What follows belongs to an exercise in optimizing a design on an open flow for small area, a short achievable clock period and few clock cycles per item; a production flow would make more cautious choices.
Only simulation tests tie the RTL to the original design; equivalence was not proved.
No activity file was given, so power comes from the tool's default toggle rates.

==> flow/design.v (excerpt) <==
module step_detector_cadence_core #(
   parameter int COUNT_WIDTH = sdc_pkg::COUNT_WIDTH_DEF
) (
   input  logic                                  clock,
   input  logic                                  reset,
   input  logic                                  csr_we,
   input  logic [sdc_pkg::CSR_IDX_W-1:0]         csr_index,
   input  logic [sdc_pkg::CSR_DATA_W-1:0]        csr_wdata,
   input  logic                                  req_valid,
   output logic                                  req_stall,
   input  logic signed [sdc_pkg::ACCEL_W-1:0]    req_accel_x,
   input  logic signed [sdc_pkg::ACCEL_W-1:0]    req_accel_y,
   input  logic signed [sdc_pkg::ACCEL_W-1:0]    req_accel_z,
   input  logic [sdc_pkg::TIME_W-1:0]            req_time_ms,
   input  logic                                  req_clear_count,
   output logic                                  rsp_valid,
   input  logic                                  rsp_stall,
   output logic                                  rsp_stepped,
   output logic [sdc_pkg::STEP_COUNT_W-1:0]      rsp_step_count,
   output logic [sdc_pkg::CAD_W-1:0]             rsp_cadence
);
Size in the first run: roughly 480 flip-flops, ~150 I/O pins.
export LEC_CHECK = 0
export ABC_CLOCK_PERIOD_IN_PS = 5000
export CAP_MARGIN = 20
export CORE_MARGIN = 2
export CORE_UTILIZATION = 40
export SETUP_SLACK_MARGIN = 4.0
export SLEW_MARGIN = 20
create_clock -name core_clock -period 9.0 [get_ports {clock}]
standard.sh (not shown) runs the stock make flow with config.mk's settings and CLKGATE_MAP_FILE= SYNTH_SCRIPT=/design/flow/synth_recipe.tcl, a recipe that flattens the netlist after the stock synthesis.
==> flow/flow/run.sh <==
#!/bin/bash
# Layout: the standard flow, with the port buffers made plain buffers (buf_4) instead of
# the delay-cell buffers buffer_ports picks by default. Each tool's output goes to its own log.
cp standard.sh standard_sh.log
export BUFFER_PORTS_ARGS="-buffer_cell sky130_fd_sc_hd__buf_4"
bash standard.sh > standard.log 2>&1
Testbench counts at the start, summed over its fixed seeds: cycles 14,880, items 12,000.
Change:
--- a/flow/design.v
+++ b/flow/design.v
@@ -59,25 +59,34 @@
       for (int c = 0; c < 8; c++) begin
          nb  = nb  | ({2{ph_ff[c]}} & lo[15-2*c -: 2]);
          if (c > 0)
             dch = dch | ({2{ph_ff[c]}} & cad[15-2*c -: 2]);
       end
    end
-   function automatic logic [16:0] dstep(input logic [15:0] r, input logic b,
-                                         input logic [15:0] dv);
-      logic [16:0] s;
-      logic [17:0] df;
-      s  = {r, b};
-      df = {1'b0, s} - {2'b0, dv};
-      dstep = df[17] ? {1'b0, s[15:0]} : {1'b1, df[15:0]};
+   function automatic logic [17:0] r4step(input logic [15:0] r, input logic [1:0] b,
+                                          input logic [15:0] dv);
+      logic [18:0] r4, d1, d2, t1, t2, t3, cs, cc;
+      logic        g1, g2, g3;
+      r4 = {1'b0, r, b};
+      d1 = {3'b0, dv};
+      d2 = {2'b0, dv, 1'b0};
+      t1 = r4 - d1;
+      t2 = r4 - d2;
+      cs = r4 ^ ~d1 ^ ~d2;
+      cc = (r4 & ~d1) | (r4 & ~d2) | (~d1 & ~d2);
+      t3 = cs + {cc[17:0], 1'b0} + 19'd2;
+      g1 = !t1[18];
+      g2 = !t2[18];
+      g3 = !t3[18];
+      r4step[17:16] = {g2, g3 | (g1 & !g2)};
+      r4step[15:0]  = g3 ? t3[15:0] : g2 ? t2[15:0] : g1 ? t1[15:0] : r4[15:0];
    endfunction
-   logic [16:0] o1, o2;
+   logic [17:0] s1;
    logic [1:0]  q;
-   assign o1 = dstep(rem_ff, nb[1], d);
-   assign o2 = dstep(o1[15:0], nb[0], d);
-   assign q  = sat ? 2'b11 : {o1[16], o2[16]};
+   assign s1 = r4step(rem_ff, nb, d);
+   assign q  = sat ? 2'b11 : s1[17:16];
    function automatic logic [9:0] m77(input logic [2:0] v);
       case (v)
          3'd0: m77 = 10'd0;   3'd1: m77 = 10'd77;  3'd2: m77 = 10'd154; 3'd3: m77 = 10'd231;
          3'd4: m77 = 10'd308; 3'd5: m77 = 10'd385; 3'd6: m77 = 10'd462; default: m77 = 10'd539;
       endcase
    endfunction
@@ -97,13 +106,13 @@
          ph_ff  <= 9'b000000001;
          rem_ff <= qa ? 16'(8'(8'd234 - d_ld[7:0])) : 16'd234;
          acc_ff <= qa ? 25'd77 : 25'd0;
          q_ff   <= '0;
       end else if (step && !done) begin
          ph_ff  <= ph_ff << 1;
-         rem_ff <= o2[15:0];
+         rem_ff <= s1[15:0];
          acc_ff <= (acc_q << 2) + dterm;
          q_ff   <= q;
       end
    end
    assign done    = ph_ff[8];
    assign cad_new = acc_q[24:8];
@@ -1316,13 +1325,16 @@
    logic upd, commit, adv2, adv1, accept, div_done;
    logic [16:0] cad_div;
    assign upd    = hit2 && have_ff && inr_ff;
    assign commit = v2_ff && !(rsp_valid_ff && rsp_stall) && !(upd && !div_done);
    assign adv2   = !v2_ff || commit;
    assign adv1   = !v1_ff || adv2;
-   assign req_stall = !adv1 || (sq_ff != 2'd0);
+   logic stall_a, stall_b;
+   assign stall_a   = (v1_ff && v2_ff && upd && !div_done) || (sq_ff != 2'd0);
+   assign stall_b   = v1_ff && v2_ff && rsp_valid_ff;
+   assign req_stall = stall_a || (stall_b && rsp_stall);
    assign accept = req_valid && !req_stall;
    sdc_div u_div (
       .clock   (clock),
       .load    (adv2),
       .d_ld    (d1[15:0]),
       .step    (v2_ff),
@@ -1344,34 +1356,31 @@
       if (reset) begin
          thr_ff  <= 15'd3072;
          mrg_ff  <= 15'd256;
          minv_ff <= 16'd200;
          maxv_ff <= 16'd3000;
          idle_ff <= 16'd2500;
-         nthr2_ff <= ~30'd9437184;
-         nlvl2_ff <= ~30'd7929856;
-         rearm_ff <= 1'b1;
-         sq_ff   <= 2'd0;
+         sq_ff   <= 2'd3;
       end else begin
-         if (sq_ff == 2'd2) nthr2_ff <= ~lr[29:0];
-         if (sq_ff == 2'd1) begin
-            nlvl2_ff <= ~lr[29:0];
-            rearm_ff <= mrg_ff < thr_ff;
-         end
          if (sq_ff != 2'd0) sq_ff <= sq_ff - 2'd1;
          if (csr_we) begin
             case (csr_index)
                3'd0: begin thr_ff <= csr_wdata[14:0]; sq_ff <= 2'd3; end
                3'd1: begin mrg_ff <= csr_wdata[14:0]; sq_ff <= 2'd3; end
                3'd2: minv_ff <= csr_wdata;
                3'd3: maxv_ff <= csr_wdata;
                3'd4: idle_ff <= csr_wdata;
                default: ;
             endcase
          end
       end
+      if (sq_ff == 2'd2) nthr2_ff <= ~lr[29:0];
+      if (sq_ff == 2'd1) begin
+         nlvl2_ff <= ~lr[29:0];
+         rearm_ff <= mrg_ff < thr_ff;
+      end
       if (reset) v1_ff <= 1'b0;
       else if (adv1) v1_ff <= accept;
       if (adv1 || sq_ff[1])
          cb_ff <= ca;
       if (sq_ff == 2'd3)
          t1_ff[15:0] <= lvl_d[15] ? 16'd0 : lvl_d;    
The new run passed the timing, DRC and antenna checks. Register-to-register slack improves by 30 ps. Worst setup slack degrades by 11 ps. Utilization goes down by 0.81 points. Routed wire length goes up by 0.99%. Power goes down by 12%. Final cell count is about the same. Via count hardly moves. Clock power goes down by about 4%. Design area goes up by 1.5%.
Testbench counts after the change, summed over its fixed seeds: cycles 14,880, items 12,000.

==> what the ideal ports hide <==
The flow's constraints put no driver on any port. The routed layouts listed below were extracted and timed again, unchanged, in two steps. Step 1: set_driving_cell puts a clkbuf_16 on clock and a buf_2 on each other input, an assumption about the parent block. Step 2 also shifts input and output timing later by t, the mid clock arrival at the registers, as if the neighbouring blocks saw the same clock. Three values: no drivers, after step 1, after step 2; two values: the first two.
run | t, ns | setup WS [ns] | hold WS [ns] | worst setup path at the end | worst data-port slew with drivers (ns)
the first run | 0.689 | 4.046 / 4.069 / 3.394 | 0.453 / 0.453 / 0.453 | input to register | 0.17
the second run | 0.697 | 4.035 / 3.997 / 3.425 | 0.427 / 0.427 / 0.427 | input to register | 0.15
After both steps setup and hold are still met in every run listed. The setup slack of the first run, which loses most, moves by +0.023 ns with the drivers and by -0.652 ns with both steps.
